What follows belongs to an exercise in optimizing a design on an open flow for small area, a short achievable clock period and few clock cycles per item; a production flow would make more cautious choices. In this exercise RTL edits were held to simulation tests only and were not proved equivalent to the original. Power is estimated from default activity; no workload was simulated.

## voice_gen
module voice_gen #(
    parameter int unsigned NUM_VOICES = 16,
    parameter logic [22:0] LFSR_SEED  = 23'h7FFFF8
) (
    input  logic        clk_i,
    input  logic        rst_i,
    input  logic        start_i,
    input  logic [3:0]  voice_idx_i,
    input  logic [15:0] freq_i,
    input  logic [11:0] pw_i,
    input  logic [3:0]  wave_i,
    output logic        ready_o,
    output logic [9:0]  wave_o
);
    logic [15:0] acc_lo_m [NUM_VOICES];
    logic [7:0]  acc_hi_m [NUM_VOICES];
    logic [22:0] lfsr_m   [NUM_VOICES];
    logic [NUM_VOICES-1:0] vld_q;
    logic        ready_q;
    logic [NUM_VOICES-1:0] wb_q;    
    logic [3:0]  idx_q;
    logic [3:0]  sel_q;
    logic [15:0] lo_q;      
    logic [7:0]  hi_q;      
    logic        c_q;       
    logic [22:0] lfsr_q;    
    logic        step_q;    
    logic [3:0]  pwl_q;     
    logic        gt0_q, eq0_q;    
    logic        gt1_q, eq1_q;    
    logic [7:0]  hi_next;
    logic [11:0] a;         
    logic [22:0] lfsr_next;
    logic        lo_ge;
    logic [9:0]  saw, tri_w, pulse, noise, shaped;
    assign hi_next   = hi_q + 8'(c_q);
    assign a         = {hi_next, lo_q[15:12]};
    assign lfsr_next = step_q ? {lfsr_q[21:0], lfsr_q[22] ^ lfsr_q[17]} : lfsr_q;
    assign lo_ge = lo_q[15:12] >= pwl_q;
    assign pulse = (c_q ? (gt1_q || (eq1_q && lo_ge))
                        : (gt0_q || (eq0_q && lo_ge))) ? '1 : '0;
    assign saw   = a[11:2];
    assign tri_w = a[11] ? ~a[10:1] : a[10:1];
    assign noise = {lfsr_next[22], lfsr_next[20], lfsr_next[16], lfsr_next[13],
                    lfsr_next[11], lfsr_next[7],  lfsr_next[4],  lfsr_next[2], 2'b00};
    always_comb begin
        shaped = '1;
        if (sel_q[0]) shaped = shaped & tri_w;
        if (sel_q[1]) shaped = shaped & saw;
        if (sel_q[2]) shaped = shaped & pulse;
        if (sel_q[3]) shaped = shaped & noise;
        if (sel_q == 4'd0) shaped = '0;
    end
    logic [NUM_VOICES-1:0] rd_sel;    
    logic        fwd;                 
    logic [15:0] lo_rd;
    logic [7:0]  hi_rd;
    logic [22:0] lfsr_rd;
  ...
Size: about 1900 cells after synthesis, about 850 flip-flops, roughly 50 I/O pins, about 32000 µm² of cells after synthesis.
==> flow/config.mk <==
export PLATFORM = sky130hd
export DESIGN_NAME = voice_gen
export DESIGN_NICKNAME = voice_gen
export VERILOG_FILES = /design/flow/design.v
export SDC_FILE = /design/flow/constraint.sdc
export NUM_CORES = 4
export LEC_CHECK = 0
export CAP_MARGIN = 20
export CORE_MARGIN = 2
export CORE_UTILIZATION = 40
export CTS_CLUSTER_DIAMETER = 80
export CTS_CLUSTER_SIZE = 24
export SETUP_SLACK_MARGIN = 2.4
export SLEW_MARGIN = 20
==> flow/constraint.sdc <==
create_clock -name core_clock -period 6.5 [get_ports {clk_i}]
set_input_delay 1.3000 -clock core_clock [delete_from_list [all_inputs] [get_ports {clk_i}]]
set_output_delay 1.3000 -clock core_clock [all_outputs]
set_load 0.01 [all_outputs]
run.sh (not shown) runs the stock make flow with config.mk's settings and CLKGATE_MAP_FILE= SYNTH_SCRIPT=/design/flow/synth_recipe.tcl, a recipe that flattens the netlist after the stock synthesis.
The starting point went through all stages and came out clean.
Testbench counts at the start, summed over its fixed seeds: cycles 32,000, items 32,000.
Edit:
--- a/flow/config.mk
+++ b/flow/config.mk
@@ -9,6 +9,7 @@
 export CORE_MARGIN = 2
-export CORE_UTILIZATION = 40
+export CORE_UTILIZATION = 50
 export CTS_CLUSTER_DIAMETER = 80
 export CTS_CLUSTER_SIZE = 24
-export SETUP_SLACK_MARGIN = 2.4
+export PLACE_DENSITY = 0.72
+export SETUP_SLACK_MARGIN = 2.6
 export SLEW_MARGIN = 20
After rerunning: The changed run passed the timing, DRC and antenna checks. Register-to-register slack improved by 0.24 ns. Synthesized area is unchanged. Cell count shrinks by 5.7%.
Edit:
--- a/flow/config.mk
+++ b/flow/config.mk
@@ -9,7 +9,6 @@
 export CORE_MARGIN = 2
-export CORE_UTILIZATION = 50
+export CORE_UTILIZATION = 40
 export CTS_CLUSTER_DIAMETER = 80
 export CTS_CLUSTER_SIZE = 24
-export PLACE_DENSITY = 0.72
-export SETUP_SLACK_MARGIN = 2.6
+export SETUP_SLACK_MARGIN = 2.5
 export SLEW_MARGIN = 20
After rerunning: Clock power barely changes; global-route usage goes down by 4.8 points; flip-flop and latch count is unchanged; design area goes down by 0.87%; worst setup slack improves by 0.11 ns; clock-buffer cell count is unchanged; area after synthesis does not change.
Edit:
--- a/flow/config.mk
+++ b/flow/config.mk
@@ -9,3 +9,3 @@
 export CORE_MARGIN = 2
-export CORE_UTILIZATION = 40
+export CORE_UTILIZATION = 45
 export CTS_CLUSTER_DIAMETER = 80
Effect:
- design area is about the same
- wire length drops slightly
- clock power barely changes
- sequential share of layout area drops by 0.16 points
- count of clock-buffer cells in the layout climbs by 1
- critical path depth climbs by 6
- non-clock buffer count climbs by 17
- final cell count drops by a few percent
- hold slack gets worse by 0.0043 ns

* * *

The RTL this note starts from:
==> flow/design.v <==
module voice_gen #(
    parameter int unsigned NUM_VOICES = 16,
    parameter logic [22:0] LFSR_SEED  = 23'h7FFFF8
) (
    input  logic        clk_i,
    input  logic        rst_i,
    input  logic        start_i,
    input  logic [3:0]  voice_idx_i,
    input  logic [15:0] freq_i,
    input  logic [11:0] pw_i,
    input  logic [3:0]  wave_i,
    output logic        ready_o,
    output logic [9:0]  wave_o
);
    logic [15:0] acc_lo_m [NUM_VOICES];
    logic [7:0]  acc_hi_m [NUM_VOICES];
    logic [22:0] lfsr_m   [NUM_VOICES];
    logic [NUM_VOICES-1:0] vld_q;
    logic        ready_q;
    logic [NUM_VOICES-1:0] wb_q;    
    logic [3:0]  idx_q;
    logic [3:0]  sel_q;
    logic [15:0] lo_q;      
    logic [7:0]  hi_q;      
    logic        c_q;       
    logic [22:0] lfsr_q;    
    logic        step_q;    
    logic [3:0]  pwl_q;     
    logic        gt0_q, eq0_q;    
    logic        gt1_q, eq1_q;    
    logic [7:0]  hi_next;
    logic [11:0] a;         
    logic [22:0] lfsr_next;
    logic        lo_ge;
    logic [9:0]  saw, tri_w, pulse, noise, shaped;
    assign hi_next   = hi_q + 8'(c_q);
    assign a         = {hi_next, lo_q[15:12]};
    assign lfsr_next = step_q ? {lfsr_q[21:0], lfsr_q[22] ^ lfsr_q[17]} : lfsr_q;
    assign lo_ge = lo_q[15:12] >= pwl_q;
    assign pulse = (c_q ? (gt1_q || (eq1_q && lo_ge))
                        : (gt0_q || (eq0_q && lo_ge))) ? '1 : '0;
    assign saw   = a[11:2];
    assign tri_w = a[11] ? ~a[10:1] : a[10:1];
    assign noise = {lfsr_next[22], lfsr_next[20], lfsr_next[16], lfsr_next[13],
                    lfsr_next[11], lfsr_next[7],  lfsr_next[4],  lfsr_next[2], 2'b00};
    always_comb begin
        shaped = '1;
        if (sel_q[0]) shaped = shaped & tri_w;
        if (sel_q[1]) shaped = shaped & saw;
        if (sel_q[2]) shaped = shaped & pulse;
        if (sel_q[3]) shaped = shaped & noise;
        if (sel_q == 4'd0) shaped = '0;
    end
    logic [NUM_VOICES-1:0] rd_sel;    
    logic        fwd;                 
    logic [15:0] lo_rd;
    logic [7:0]  hi_rd;
    logic [22:0] lfsr_rd;
    logic [16:0] lo_sum;
    logic [7:0]  pwh, pwh_m1;
    always_comb begin
        fwd     = ready_q && (voice_idx_i == idx_q);
        lo_rd   = fwd ? lo_q      : '0;
        hi_rd   = fwd ? hi_next   : '0;
        lfsr_rd = fwd ? lfsr_next : '0;
        for (int unsigned v = 0; v < NUM_VOICES; v++) begin
            rd_sel[v] = (voice_idx_i == 4'(v)) && vld_q[v] && !wb_q[v];
            lo_rd     = lo_rd   | ({16{rd_sel[v]}} & acc_lo_m[v]);
            hi_rd     = hi_rd   | ({8{rd_sel[v]}}  & acc_hi_m[v]);
            lfsr_rd   = lfsr_rd | ({23{rd_sel[v]}} & lfsr_m[v]);
        end
        if (rd_sel == '0 && !fwd) lfsr_rd = LFSR_SEED;
    end
    assign lo_sum = {1'b0, lo_rd} + {1'b0, freq_i};
    assign pwh    = pw_i[11:4];
    assign pwh_m1 = pwh - 8'd1;
    always_ff @(posedge clk_i) begin
        idx_q  <= voice_idx_i;
        sel_q  <= wave_i;
        lo_q   <= lo_sum[15:0];
        hi_q   <= hi_rd;
        c_q    <= lo_sum[16];
        lfsr_q <= lfsr_rd;
        step_q <= lo_sum[16] && hi_rd[2:0] == 3'b111 && !hi_rd[3];
        pwl_q  <= pw_i[3:0];
        gt0_q  <= hi_rd > pwh;
        eq0_q  <= hi_rd == pwh;
        gt1_q  <= hi_rd >= pwh && hi_rd != 8'hFF;
        eq1_q  <= hi_rd == pwh_m1;
        for (int unsigned v = 0; v < NUM_VOICES; v++) begin
            if (wb_q[v]) begin
                acc_lo_m[v] <= lo_q;
                acc_hi_m[v] <= hi_next;
                lfsr_m[v]   <= lfsr_next;
            end
        end
    end
    always_ff @(posedge clk_i or posedge rst_i) begin
        if (rst_i) begin
            ready_q <= 1'b0;
            wb_q    <= '0;
            vld_q   <= '0;
        end else begin
            ready_q <= start_i;
            for (int unsigned v = 0; v < NUM_VOICES; v++)
                wb_q[v] <= start_i && (voice_idx_i == 4'(v));
            vld_q   <= vld_q | wb_q;
        end
    end
    assign ready_o = ready_q;
    assign wave_o  = shaped;
endmodule
make LEC_CHECK=0 CAP_MARGIN=20 CORE_MARGIN=2 CORE_UTILIZATION=40 CTS_CLUSTER_DIAMETER=90 CTS_CLUSTER_SIZE=28 SETUP_SLACK_MARGIN=2.5 SLEW_MARGIN=20 finish   # period 6.5 ns
Testbench counts at the start, summed over its fixed seeds: cycles 32,000, items 32,000.
Next try:
- CTS_CLUSTER_DIAMETER: 90 -> 80
- CTS_CLUSTER_SIZE: 28 -> 24
- TNS_END_PERCENT: default -> 50
After rerunning: The changed run completed with no timing, DRC or antenna violations; setup slack got worse by 0.055 ns; sequential share of layout area came out lower by 0.86 points; total power came out higher by 2.1%; count of clock-buffer cells in the layout came out higher by 7.
Next try:
- SETUP_SLACK_MARGIN: 2.5 -> 2.2
- TNS_END_PERCENT: 50 -> default
Design area is lower by about 3%.
Clock-buffer cell count is higher by 1.
Maximum frequency is lower by 3.3%.
Clock power is higher by about 4%.
Worst setup slack degrades by 0.14 ns.
Non-clock buffer count is lower by 59.
First-iteration DRC count is lower by 2.5%.
Sequential cell count does not change.
Sequential power hardly moves.

[port drivers added, routing unchanged]
How much do the figures lean on ideal ports? The routed layouts below were timed once more, with nothing changed but the port constraints.
Step 1 (the two cells are an assumption about what drives the block):
set clk [get_ports {clk_i}]
set_driving_cell -lib_cell sky130_fd_sc_hd__clkbuf_16 $clk
set_driving_cell -lib_cell sky130_fd_sc_hd__buf_2 [delete_from_list [all_inputs] $clk]
Step 2 also shifts input and output timing later by t, the mid clock arrival at the registers, as if the neighbouring blocks saw the same clock.
a / b / c = ideal / step 1 / step 2; a / b = the first two.
run	t (ns)	setup slack, ns	hold slack, ns	worst setup path at the end
the first run of note 1	0.674	2.383 / 2.341 / 1.719	0.471 / 0.471 / 0.471	input to register
the second run of note 1	0.669	2.420 / 2.352 / 1.683	0.486 / 0.486 / 0.486	input to register
the third run of note 1	0.662	2.526 / 2.446 / 1.784	0.474 / 0.474 / 0.474	input to register
the fourth run of note 1	0.658	2.414 / 2.363 / 1.705	0.469 / 0.469 / 0.469	input to register
the first run of note 2	0.663	2.492 / 2.443 / 1.801	0.472 / 0.472 / 0.472	input to register
the second run of note 2	0.664	2.437 / 2.397 / 1.787	0.489 / 0.489 / 0.489	input to register
the third run of note 2	0.674	2.297 / 2.232 / 1.677	0.464 / 0.464 / 0.464	input to register
After both steps every run listed still meets setup and hold. For the third run of note 1, which loses most, drivers alone change the setup slack by -0.080 ns; drivers and shift together by -0.742 ns.
